Source: an optimization exercise on an open RTL-to-GDS flow (aim: small area, a short achievable clock period and few clock cycles). Production flows keep margins and buffers that such runs may drop.
Only simulation tests tie the RTL to the original design; equivalence was not proved.
Power and IR drop assume default switching activity.

===== config.mk =====
export PLATFORM = sky130hd
export DESIGN_NAME = sorted_list_store_unit
export DESIGN_NICKNAME = sorted_list_store_unit
export VERILOG_FILES = /design/flow/design.v
export SDC_FILE = /design/flow/constraint.sdc
export NUM_CORES = 4
export LEC_CHECK = 0
export CAP_MARGIN = 20
export CORE_MARGIN = 2
export CORE_UTILIZATION = 40
export SETUP_SLACK_MARGIN = 4.0
export SLEW_MARGIN = 20

===== constraint.sdc =====
create_clock -name core_clock -period 7.0 [get_ports {clk}]
set_input_delay 1.4000 -clock core_clock [delete_from_list [all_inputs] [get_ports {clk}]]
set_output_delay 1.4000 -clock core_clock [all_outputs]
set_load 0.01 [all_outputs]

===== design.v =====
package sls_pkg;
  localparam int unsigned DEF_CAPACITY = 16;
  localparam int unsigned VAL_W        = 32;
  localparam logic signed [VAL_W-1:0] MISS_VALUE = -32'sd99999;
  typedef enum logic [1:0] {
    CMD_INSERT     = 2'd0,
    CMD_REMOVE_AT  = 2'd1,
    CMD_REMOVE_VAL = 2'd2,
    CMD_GET        = 2'd3
  } cmd_t;
  typedef enum logic [1:0] {
    ST_DONE = 2'd0,
    ST_FULL = 2'd1,
    ST_MISS = 2'd2
  } status_t;
endpackage
import sls_pkg::*;
module sls_cell
(
  input  logic                    clk,
  input  logic                    we,            
  input  logic signed [VAL_W-1:0] wr_value,
  input  logic signed [VAL_W-1:0] cmp_value,
  output logic signed [VAL_W-1:0] entry,
  output logic                    lt,            
  output logic                    eq             
);
  assign lt = (entry < cmp_value);
  assign eq = (entry == cmp_value);
  always_ff @(posedge clk) begin
    if (we) entry <= wr_value;
  end
endmodule
import sls_pkg::*;
module sorted_list_store_unit
#(
  parameter int unsigned CAPACITY = DEF_CAPACITY
) (
  input  logic                    clk,
  input  logic                    rst,
  input  logic                    in_valid,
  output logic                    in_ready,
  input  logic [1:0]              command,
  input  logic signed [VAL_W-1:0] value,
  input  logic [3:0]              position,
  output logic                    out_valid,
  input  logic                    out_ready,
  output logic [1:0]              status,
  output logic signed [VAL_W-1:0] data_out,
  output logic [3:0]              found_index,
  output logic [4:0]              count
);
  localparam int unsigned IDX_W = $clog2(CAPACITY);
  localparam int unsigned CNT_W = $clog2(CAPACITY + 1);
  logic                    i_v;
  logic [1:0]              i_cmd;
  logic signed [VAL_W-1:0] i_val;
  logic [IDX_W-1:0]        i_pos;
  logic                    e_v;
  logic [1:0]              e_cmd;
  logic signed [VAL_W-1:0] e_val;
  logic [IDX_W-1:0]        e_pos;
  logic [CAPACITY-1:0]     e_lt, e_eq, e_wr;
  logic                    e_xlt, e_xeq;
  logic                    s_v;
  logic [1:0]              s_status;
  logic signed [VAL_W-1:0] s_data;
  logic [IDX_W-1:0]        s_idx;
  logic [CNT_W-1:0]        s_count;
  logic signed [VAL_W-1:0] entry [CAPACITY];
  logic [CAPACITY-1:0]     vld;
  logic [IDX_W-1:0]        rank [CAPACITY];
  logic [CNT_W-1:0]        fill;
  logic                    accept, exec, adv;
  logic [CAPACITY-1:0]     c_lt, c_eq;
  logic                    c_xlt, c_xeq;
  assign in_ready = !(i_v && e_v && s_v);
  assign accept   = in_valid && in_ready;
  assign exec     = e_v && (!s_v || out_ready);
  assign adv      = i_v && (!e_v || exec);
  logic [CAPACITY-1:0] we;
  for (genvar s = 0; s < CAPACITY; s++) begin : g_slot
    sls_cell u_cell (
      .clk       (clk),
      .we        (we[s]),
      .wr_value  (e_val),
      .cmp_value (i_val),
      .entry     (entry[s]),
      .lt        (c_lt[s]),
      .eq        (c_eq[s])
    );
  end
  assign c_xlt = (e_val < i_val);
  assign c_xeq = (e_val == i_val);
  logic [CAPACITY-1:0] lt, eq, gt, cnt_vec, free, sel, pick, dec;
  logic                full, pos_ok, found, ins_ok;
  logic [IDX_W-1:0]    pc;
  logic signed [VAL_W-1:0] rdata;
  logic [1:0]              r_status;
  logic signed [VAL_W-1:0] r_data;
  logic [IDX_W-1:0]        r_idx;
  logic [CNT_W-1:0]        r_count, fill_next;
  always_comb begin
    for (int s = 0; s < CAPACITY; s++) begin
      lt[s] = e_wr[s] ? e_xlt : e_lt[s];
      eq[s] = e_wr[s] ? e_xeq : e_eq[s];
    end
  end
  assign gt = ~(lt | eq);
  assign full   = (fill == CNT_W'(CAPACITY));
  assign pos_ok = ({1'b0, e_pos} < fill);
  assign found  = |(eq & vld);
  assign ins_ok = (e_cmd == CMD_INSERT) && !full;
  assign cnt_vec = vld & ((e_cmd == CMD_INSERT) ? (lt | eq) : lt);
  always_comb begin
    pc = '0;
    for (int s = 0; s < CAPACITY; s++) pc = pc + IDX_W'(cnt_vec[s]);
  end
  always_comb begin
    free = '0;
    for (int s = CAPACITY - 1; s >= 0; s--) begin
      if (!vld[s]) free = CAPACITY'(1) << s;
    end
  end
  always_comb begin
    rdata = '0;
    for (int s = 0; s < CAPACITY; s++) begin
      sel[s]  = vld[s] && (rank[s] == e_pos);
      pick[s] = vld[s] && eq[s] && (rank[s] == pc);
      if (sel[s]) rdata = rdata | entry[s];
    end
  end
  always_comb begin
    for (int s = 0; s < CAPACITY; s++) begin
      case (e_cmd)
        CMD_REMOVE_AT:  dec[s] = (rank[s] > e_pos);
        CMD_REMOVE_VAL: dec[s] = !lt[s] && !pick[s];
        default:        dec[s] = 1'b0;
      endcase
    end
  end
  assign we = (exec && ins_ok) ? free : '0;
  always_comb begin
    r_status  = ST_MISS;
    r_data    = MISS_VALUE;
    r_idx     = '0;
    fill_next = fill;
    case (e_cmd)
      CMD_INSERT: begin
        if (full) begin
          r_status = ST_FULL;
        end else begin
          r_status  = ST_DONE;
          r_data    = e_val;
          r_idx     = pc;
          fill_next = fill + 1'b1;
        end
      end
      CMD_REMOVE_AT, CMD_GET: begin
        if (pos_ok) begin
          r_status = ST_DONE;
          r_data   = rdata;
          r_idx    = e_pos;
          if (e_cmd == CMD_REMOVE_AT) fill_next = fill - 1'b1;
        end
      end
      default: begin
        if (found) begin
          r_status  = ST_DONE;
          r_data    = e_val;
          r_idx     = pc;
          fill_next = fill - 1'b1;
        end
      end
    endcase
  end
  assign r_count = fill_next;
  always_ff @(posedge clk) begin
    if (rst) begin
      vld  <= '0;
      fill <= '0;
    end else if (exec) begin
      fill <= fill_next;
      case (e_cmd)
        CMD_INSERT:     if (!full) vld <= vld | free;
        CMD_REMOVE_AT:  if (pos_ok) vld <= vld & ~sel;
        CMD_REMOVE_VAL: vld <= vld & ~pick;
        default:        vld <= vld;
      endcase
    end
  end
  for (genvar s = 0; s < CAPACITY; s++) begin : g_rank
    always_ff @(posedge clk) begin
      if (exec) begin
        if (ins_ok) begin
          if (free[s])    rank[s] <= pc;
          else if (gt[s]) rank[s] <= rank[s] + 1'b1;
        end else if ((e_cmd == CMD_REMOVE_AT && pos_ok) ||
                     (e_cmd == CMD_REMOVE_VAL && found)) begin
          if (dec[s]) rank[s] <= rank[s] - 1'b1;
        end
      end
    end
  end
  always_ff @(posedge clk) begin
    if (rst) begin
      i_v <= 1'b0;
      e_v <= 1'b0;
    end else begin
      if (accept)    i_v <= 1'b1;
      else if (adv)  i_v <= 1'b0;
      if (adv)       e_v <= 1'b1;
      else if (exec) e_v <= 1'b0;
    end
  end
  always_ff @(posedge clk) begin
    if (accept) begin
      i_cmd <= command;
      i_val <= value;
      i_pos <= position;
    end
    if (adv) begin
      e_cmd <= i_cmd;
      e_val <= i_val;
      e_pos <= i_pos;
      e_lt  <= c_lt;
      e_eq  <= c_eq;
      e_xlt <= c_xlt;
      e_xeq <= c_xeq;
      e_wr  <= we;
    end
  end
  always_ff @(posedge clk) begin
    if (rst) begin
      out_valid <= 1'b0;
      s_v       <= 1'b0;
    end else begin
      if (s_v) begin
        if (out_ready) s_v <= exec;
      end else if (out_valid && !out_ready) begin
        s_v <= exec;
      end else begin
        out_valid <= exec;
      end
    end
  end
  always_ff @(posedge clk) begin
    if (s_v) begin
      if (out_ready) begin
        status      <= s_status;
        data_out    <= s_data;
        found_index <= s_idx;
        count       <= s_count;
      end
    end else if (!out_valid || out_ready) begin
      if (exec) begin
        status      <= r_status;
        data_out    <= r_data;
        found_index <= r_idx;
        count       <= r_count;
      end
    end
    if (exec && (s_v || (out_valid && !out_ready))) begin
      s_status <= r_status;
      s_data   <= r_data;
      s_idx    <= r_idx;
      s_count  <= r_count;
    end
  end
endmodule

===== run.sh =====
#!/bin/bash
# synth_recipe.tcl (not shown) runs the flow's synth.tcl, then flattens the netlist and writes it again
# the make line also repeats each setting of config.mk as NAME=value (left out here)
make -C /OpenROAD-flow-scripts/flow DESIGN_CONFIG=/design/flow/config.mk WORK_HOME=/design/flow/orfs CLKGATE_MAP_FILE= SYNTH_SCRIPT=/design/flow/synth_recipe.tcl finish

==> out/qor.txt, run 1 <==
==========================================================================================
H-Tree Depth                                                                             3
Synthesized instance count                                                            4301
Detailed-router iteration count before antenna repair                                    5
Count of different cell masters after synthesis                                         93
Count of flip-flops with a built-in enable after synthesis                             788
Final weighted congestion of routability-driven global placement                      1.00
Worst max-slew margin expressed relative to the limit                                20.6%
Maximum operating frequency                                                      0.180 GHz
Total number of nets in the final design                                              5435
Starting density of the core                                                         40.3%
CP startpoint kind                                                               flip-flop
Global-route congestion overflow total                                                   0
Critical Path AT                                                                   6.00 ns
Cell family with the largest share of critical-path delay                      adder cells
Layout overhead on the synthesized area                                              25.6%
Post-synthesis xor/xnor area fraction                                                1.81%
CTS clock-pin slew for the worst setup and hold paths                              0.06 ns
Post-route insts no fill                                                              6430
Share of the clock period used by the worst path after layout                        79.3%
Overall die area                                                               126000 um^2
Cell at the root of the clock tree                                               clkbuf_16
DRT Wirelength                                                                   219000 um
Fraction of final layout cells with drive strength greater than 1                    21.7%
Flip-flop and latch count after synthesis                                              813
Total half-perimeter wirelength after legalization and detailed placement        146000 um
Sum of buffers and inverters on the critical path                                        5
TritonCTS buffer count                                                                  94
Combinational family with the most area after synthesis                        adder cells
Insertion delay to the later sink of the worst-skew pair                           0.70 ns
Transition time at the pin with the least slew margin                              1.18 ns
Wire per inst                                                                      34.0 um
Via count of the first global-routing pass                                           39200
Cell Area, Synth                                                                49100 um^2
Routed vias                                                                          42300
PortBufs                                                                                86
Area inside the core boundary                                                  122000 um^2
Antenna Violating Nets Remaining                                                         0
Pins over their slew limit                                                               0
Via count normalized by instance count                                                6.58
Part of the Yosys area used for sequential elements                                  49.2%
Max_cap viols                                                                            0
Largest buffer count on any clock path                                                   3
Share of synthesized flip-flops with an asynchronous set or reset                       0%
Slowest stage cell on the critical path                                              or4_1
Pwr per Cell Area                                                              185 nW/um^2
Crit path required time                                                            7.45 ns
Die span in x                                                                       354 um
Synth warn                                                                               5
Worst Setup Slack post-DPL                                                        0.768 ns
Total DRC errors in the routed layout                                                    0
Aggregate global-route resource usage                                                33.9%
Sequential share of power                                                            47.6%
Result of the run                                                             complete, no violations
Fill count                                                                           10600
Worst clock skew                                                                 0.0430 ns
Synth Area in Compound Gates                                                         16.4%
Fraction of synthesized area in multiplexers                                         1.24%
Worst Setup Slack, final                                                           1.45 ns
Highest-count cells in the layout ignoring fill and taps                      788 x edfxtp_1, 624 x ha_1, 365 x nand2_1
Category of the worst setup path capture point                                   flip-flop
Highest net fanout along the worst path                                                 13
Sw Share                                                                             25.5%
Simple-gate share of the synthesized area                                            11.7%
Min-Delay Path Class                                                            reg -> reg
Overall die height                                                                  354 um
Std cell rows                                                                          128
Number of sinks handled by clock tree synthesis                                        813
I/O pin count                                                                           87
Share of synthesized cell area in full adder, half adder and majority cells          17.1%
Static leakage power                                                               22.9 nW
Most common cell after layout, fill and taps aside                                edfxtp_1
Cell occurring most often along the worst timing path                                 fa_1
Logic gate share of total power                                                      10.0%
Setup TNS                                                                             0 ns
DR iter-0 viols                                                                       6448
Number of nets produced by synthesis                                                  5009
TritonCTS clock tree                                                                  done
Largest stage delay on the critical path                                           0.52 ns
P_int                                                                              8.49 mW
Number of antenna violations at the first check in global routing                       10
Worst vdd rail ir drop                                                          0.000178 V
RSZ-0062 raised after global routing                                                   yes
Cells along the critical path                                                 buf_12 -> mux2_4 -> nand2_2 -> nor2_1 -> o21a_1 -> fa_1 -> inv_1 -> fa_1 -> fa_1 -> fa_1 -> inv_2 -> ha_4 -> fa_2 -> xnor2_4 -> buf_12 -> xnor2_1 -> or4_1 -> nor2_2 -> o31a_1 -> a2111oi_4 -> buf_4
CTS Hold Buffers Added                                                                   0
Per-instance average area after synthesis                                        11.4 um^2
Final critical delay including setup and external delays                           5.55 ns
Main synth FF type                                                                edfxtp_1
Crit Path Class                                                                 reg -> reg
# setup viols final                                                                      0
Reported net switching power                                                       2.90 mW
Wire length of the first global-routing pass                                     302000 um
Number of cells after detailed placement                                              5990
Final Hold Viols                                                                         0
Share of total power in the clock network                                            42.5%
Maximum number of pins on one net before global-route repair                            60
==========================================================================================
==> path summary, 6_finish.rpt <==
kind | end | slack (ns) | depth (start not counted) | startpoint
worst max-delay path | rank[8][0]$_DFFE_PP_ | 1.45 | 21 | e_xeq$_DFFE_PP_
worst max register to register | rank[8][0]$_DFFE_PP_ | 1.45 | 21 | e_xeq$_DFFE_PP_
worst min register to register | e_pos[3]$_DFFE_PP_ | 0.42 | 0 | i_pos[3]$_DFFE_PP_
worst min-delay path | e_pos[3]$_DFFE_PP_ | 0.42 | 0 | i_pos[3]$_DFFE_PP_
==> registers in the layout (all words and copies together), names as in the netlist, 32 cells and up <==
name	flops
rank	64
e_val	32
data_out	32
i_val	32
g_slot.u_cell.entry	512
s_data	32
==> routing by layer <==
metal	share of wire, %	vias to the layer above	global-route usage (%)
met5	0.036	-	0
met3	12	683	8.05
li1	-	17900	-
met2	42	3111	49.0
met4	8.0	12	22.7
met1	38	20600	45.1
==> power groups by stage <==
| stage | clock network (mW) | logic, mW | registers [mW] |
|---|---|---|---|
| CTS | 4.85 | 1.05 | 5.42 |
| global placement | 0 | 0.912 | 5.53 |
| detailed placement | 0 | 0.923 | 5.53 |
| floorplan | 0 | 0.529 | 5.53 |
| global route | 5.03 | 1.20 | 5.42 |
| finish | 4.84 | 1.13 | 5.42 |
==> area by class of cell <==
type,count,area [um^2],share of cell area (%)
flip-flops and latches,813,24200,39.2
multi-input cells,3156,26700,43.2
repair buffers,493,5230,8.47
clock inverters,51,407,0.659
clock buffers,117,2490,4.04
inverters,169,706,1.14
well taps,1625,2030,3.29
diodes,6,15.0,0.0243
==> synth_stat cells, types with 13 or more instances <==
master     count  area [um^2]
a22oi_1      162         1220
buf_1         17         63.8
xor2_1        26          228
and2_1        17          106
nand4_1      130          813
and3_1        18          113
and4_1        18          158
a211oi_1      57          428
nand3_1      143          716
a32oi_1       18          158
buf_2         20          100
a41oi_1       20          175
a21o_1        74          556
ha_1         656         8210
o21a_1        31          233
nand2_1      391         1470
o211ai_1      40          300
or4_1         16          120
xnor3_1       13          293
edfxtp_1     788        23700
o22ai_1       76          475
a31oi_1       35          219
o21ai_0      183          916
a221oi_1      41          359
xnor2_1       39          342
mux2_2        37          417
mux2i_1       13          130
a2111oi_0     20          175
inv_1        169          634
nor3_1        80          400
dfxtp_1       25          500
o31ai_1       40          300
nor2_1       199          747
nor4_1        37          231
clkbuf_1     119          447
a21oi_1      271         1360
nor2b_1       38          238
nand2b_1      28          175
==> repair_timing <==
action / in CTS / in global routing
buffers inserted: 203 / 48
hold endpoints to repair: 0 / 0
gates cloned: 13 / 2
setup endpoints to repair: 666 / 364
gates resized for setup: 450 / 177
pin swaps: 117 / 74
==> metrics by stage <==
stage,instance area (um^2),util (%),power (mW),hold WS [ns]
2_1_floorplan,49700,-,6.05,0.400
6_report,61700,50.6,11.4,0.416
3_5_place_dp,53100,43.5,6.46,0.410
3_3_place_gp,53000,43.5,6.44,0.404
5_1_grt,61700,50.6,11.7,0.426
4_1_cts,60400,49.5,11.3,0.419
==> cell families (layout without fill, tap and decap cells) <==
family,after synthesis,in the layout
AO/OA/AOI/OAI,1193,1193
XOR/XNOR,79,79
adder cells (fa/ha/maj),666,666
buffers and inverters,333,830
flip-flops,813,813
multiplexers,54,54
other,0,6
AND/OR/NAND/NOR,1163,1164
Testbench counts, summed over its fixed seeds: cycles 24,024.
==> run 2, diff against run 1 <==
--- a/config.mk
+++ b/config.mk
@@ -9,4 +9,3 @@
 export CORE_MARGIN = 2
 export CORE_UTILIZATION = 40
-export SETUP_SLACK_MARGIN = 4.0
 export SLEW_MARGIN = 20
==> out/qor.txt, run 2 <==
========================================================================================
Result of the run                                                           complete, no violations
Overall die area                                                             126000 um^2
H-Tree Depth                                                                           3
Logic gate share of total power                                                     8.4%
Critical Path AT                                                                 6.89 ns
I/O pin count                                                                         87
Number of antenna violations at the first check in global routing                      7
Top reg by flops                                                            g_slot.u_cell.entry
Total number of nets in the final design                                            5186
Starting density of the core                                                       40.3%
Final critical delay including setup and external delays                         6.56 ns
Share of total power in the clock network                                          44.0%
Top Registers                                                               g_slot.u_cell.entry x512, rank x64
Cells along the critical path                                               inv_1 -> ha_1 -> inv_1 -> nor2_1 -> o21a_1 -> fa_1 -> inv_1 -> fa_1 -> fa_1 -> fa_1 -> inv_1 -> ha_1 -> fa_1 -> xnor2_4 -> buf_4 -> xnor2_1 -> nor4_1 -> a211oi_1 -> o21ai_0 -> a21oi_1
Main synth FF type                                                              edfxtp_1
Die span in x                                                                     354 um
Number of sinks handled by clock tree synthesis                                      813
Wire length of the first global-routing pass                                   280000 um
PortBufs                                                                              86
Worst vdd rail ir drop                                                        0.000175 V
Maximum operating frequency                                                    0.152 GHz
Flip-flop and latch count after synthesis                                            813
Fraction of final layout cells with drive strength greater than 1                  9.46%
Total DRC errors in the routed layout                                                  0
TritonCTS buffer count                                                                94
CTS clock-pin slew for the worst setup and hold paths                            0.07 ns
RSZ-0062 raised after global routing                                                  no
Count of different cell masters after synthesis                                       93
Part of the Yosys area used for sequential elements                                49.2%
Global-route congestion overflow total                                                 0
Crit path required time                                                          7.34 ns
Largest register FFs                                                                 512
Sum of buffers and inverters on the critical path                                      5
Pins over their slew limit                                                             0
Category of the worst setup path capture point                                 flip-flop
Sequential share of power                                                          47.6%
Count of flip-flops with a built-in enable after synthesis                           788
P_int                                                                            8.57 mW
Slowest stage cell on the critical path                                             fa_1
Synthesized instance count                                                          4301
Highest-count cells in the layout ignoring fill and taps                    788 x edfxtp_1, 656 x ha_1, 390 x nand2_1
Cell at the root of the clock tree                                             clkbuf_16
Detailed-router iteration count before antenna repair                                  6
Final Hold Viols                                                                       0
Maximum number of pins on one net before global-route repair                          85
Synth top area cells                                                        edfxtp_1 48%, ha_1 17%, nand2_1 3.0%
Worst clock skew                                                               0.0349 ns
Cell occurring most often along the worst timing path                               fa_1
Antenna Violating Nets Remaining                                                       0
Worst max-slew margin expressed relative to the limit                              21.4%
Number of nets produced by synthesis                                                5009
CTS Hold Buffers Added                                                                 0
Overall die height                                                                354 um
Transition time at the pin with the least slew margin                            1.17 ns
Share of Yosys cell area claimed by the top area cell type                         48.2%
DR iter-0 viols                                                                     5584
Cell area after layout                                                        55900 um^2
Hold Startpoint                                                             i_pos[0]$_DFFE_PP_
Most instantiated cells after synthesis                                     788 x edfxtp_1, 656 x ha_1, 391 x nand2_1, 271 x a21oi_1, 199 x nor2_1
Count of instances resized after the clock tree is built                               0
Reg2reg path depth                                                                    20
Max_cap viols                                                                          0
Std cell rows                                                                        128
Largest stage delay on the critical path                                         0.55 ns
Via count of the first global-routing pass                                         37300
Largest buffer count on any clock path                                                 3
Share of synthesized flip-flops with an asynchronous set or reset                     0%
Min-Delay Path Class                                                          reg -> reg
Via count normalized by instance count                                              6.49
TritonCTS clock tree                                                                done
Per-instance average area after synthesis                                      11.4 um^2
# setup viols final                                                                    0
Cell depth of the worst hold path                                                      0
Aggregate global-route resource usage                                              31.1%
Layout overhead on the synthesized area                                            13.7%
Most common cell after layout, fill and taps aside                              edfxtp_1
Crit Path Class                                                               reg -> reg
Reported net switching power                                                     2.81 mW
Count leader, synth                                                             edfxtp_1
Total half-perimeter wirelength after legalization and detailed placement      145000 um
Cell family with the largest share of critical-path delay                    adder cells
Standard cell area after detailed placement                                   52800 um^2
Highest net fanout along the worst path                                               17
Insertion delay to the later sink of the worst-skew pair                         0.70 ns
Worst reg2reg startpoint                                                    e_cmd[0]$_DFFE_PP_
Sequential standard cell area                                                 24200 um^2
Sw Share                                                                           24.7%
Endpoint of the worst register-to-register path                             rank[15][3]$_DFFE_PP_
Share of the clock period used by the worst path after layout                      93.7%
Cell Area, Synth                                                              49100 um^2
Area taken by multi-input logic gates                                         23900 um^2
Pwr per Cell Area                                                            204 nW/um^2
Final weighted congestion of routability-driven global placement                    1.02
Top cell type by total area after synthesis                                     edfxtp_1
Post-CTS setup buffer count                                                            0
Routed vias                                                                        40100
Synth warn                                                                             5
Static leakage power                                                             20.9 nW
Hold EP                                                                     e_pos[0]$_DFFE_PP_
DRT Wirelength                                                                 200000 um
CP startpoint kind                                                             flip-flop
Worst hold margin                                                               0.424 ns
Wire per inst                                                                    32.4 um
Fill count                                                                         11100
Setup TNS                                                                           0 ns
Register-to-register path setup slack                                            0.44 ns
Area inside the core boundary                                                122000 um^2
========================================================================================
==> run 2: power by group through the flow <==
stage	Sequential, mW	Combinational (mW)	Clock [mW]
after floorplan	5.53	0.517	0
after global placement	5.52	0.906	0
after detailed placement	5.52	0.917	0
after CTS	5.42	0.924	5.04
after global routing	5.42	1.02	5.24
final	5.42	0.951	5.01
==> run 2: cells by family after synthesis <==
| family | Yosys count | share of synthesized area (%) |
|---|---|---|
| xor+xnor | 79 | 1.81 |
| mux | 54 | 1.24 |
| simple gates | 1163 | 11.7 |
| fa+ha+maj | 666 | 17.1 |
| buf+inv | 333 | 2.65 |
| flops | 813 | 49.2 |
| compound gates | 1193 | 16.4 |
==> run 2: stage by stage <==
stage | power (mW) | util, % | setup slack, ns | cells
final | 11.4 | 45.8 | 0.442 | 6185
after global routing | 11.7 | 45.8 | 0.196 | 6183
after CTS | 11.4 | 45.8 | 0.499 | 6182
after detailed placement | 6.44 | 43.3 | 0.518 | 6006
after global placement | 6.43 | 43.3 | 0.552 | 6005
after floorplan | 6.05 | - | 0.520 | 4301
==> run 2: layout make-up <==
cell class              count  share of cell area [%]
inverters                 169                    1.14
clock inverters            60                   0.958
clock buffers             116                    4.49
repair buffers            245                    3.68
multi-input cells        3155                    42.8
diodes                      2                 0.00896
flip-flops and latches    813                    43.2
well taps                1625                    3.64
==> run 2: worst max-delay path by stage <==
stage | slack (ns) | endpoint | start | cells after the start
6_report | 0.44 | rank[15][3]$_DFFE_PP_ | e_cmd[0]$_DFFE_PP_ | 20
5_1_grt | 0.20 | rank[15][2]$_DFFE_PP_ | e_cmd[0]$_DFFE_PP_ | 20
4_1_cts | 0.50 | rank[15][3]$_DFFE_PP_ | e_cmd[0]$_DFFE_PP_ | 20
3_5_place_dp | 0.52 | rank[15][1]$_DFFE_PP_ | e_cmd[0]$_DFFE_PP_ | 20
3_3_place_gp | 0.55 | rank[15][1]$_DFFE_PP_ | e_xeq$_DFFE_PP_ | 19
2_1_floorplan | 0.52 | e_cmd[0]$_DFFE_PP_ | out_ready | 2
==> run 2: per-layer routing <==
metal	GRT usage, %	wire length [um]	share of wire, %	vias to the layer above
met5	0	13	0.0065	-
met4	19.9	14600	7.3	2
met3	6.74	23700	12	523
met2	44.5	82800	41	2724
met1	42.5	79300	40	19500
li1	-	-	-	17300
==> run 2: worst reg2reg max path: stages, from the launching register on <==
cell	delay, ns
edfxtp_1	0.41
inv_1	0.10
ha_1	0.25
inv_1	0.44
nor2_1	0.11
o21a_1	0.23
fa_1	0.53
inv_1	0.05
fa_1	0.51
fa_1	0.52
fa_1	0.55
inv_1	0.04
ha_1	0.22
fa_1	0.48
xnor2_4	0.19
buf_4	0.36
xnor2_1	0.17
nor4_1	0.08
a211oi_1	0.42
o21ai_0	0.13
a21oi_1	0.39

-- what the ideal ports hide --
In the flow no input, the clock included, has a driving cell. The finished layouts below were timed again as built, in two steps.
Step 1 sets driving cells, clkbuf_16 on the clock port and buf_2 on the other inputs (assumed; they add their load-dependent delay and slew).
Step 2 times the ports against the registers' clock, not the clock port: input delays grow and output delays shrink by t, the midpoint of the rising clock arrivals with the driver on.
Three values: no drivers, after step 1, after step 2; two values: the first two.
| run | t (ns) | setup slack, ns | hold WS [ns] | worst register clock-pin slew, ns | worst slew at a driven data input, ns |
|---|---|---|---|---|---|
| run 1 | 0.760 | 1.449 / 1.449 / 1.449 | 0.416 / 0.416 / 0.416 | 0.07 / 0.07 | 0.04 |
| run 2 | 0.754 | 0.442 / 0.442 / 0.442 | 0.424 / 0.424 / 0.424 | 0.07 / 0.07 | 0.04 |
After both steps every run listed still meets setup and hold.
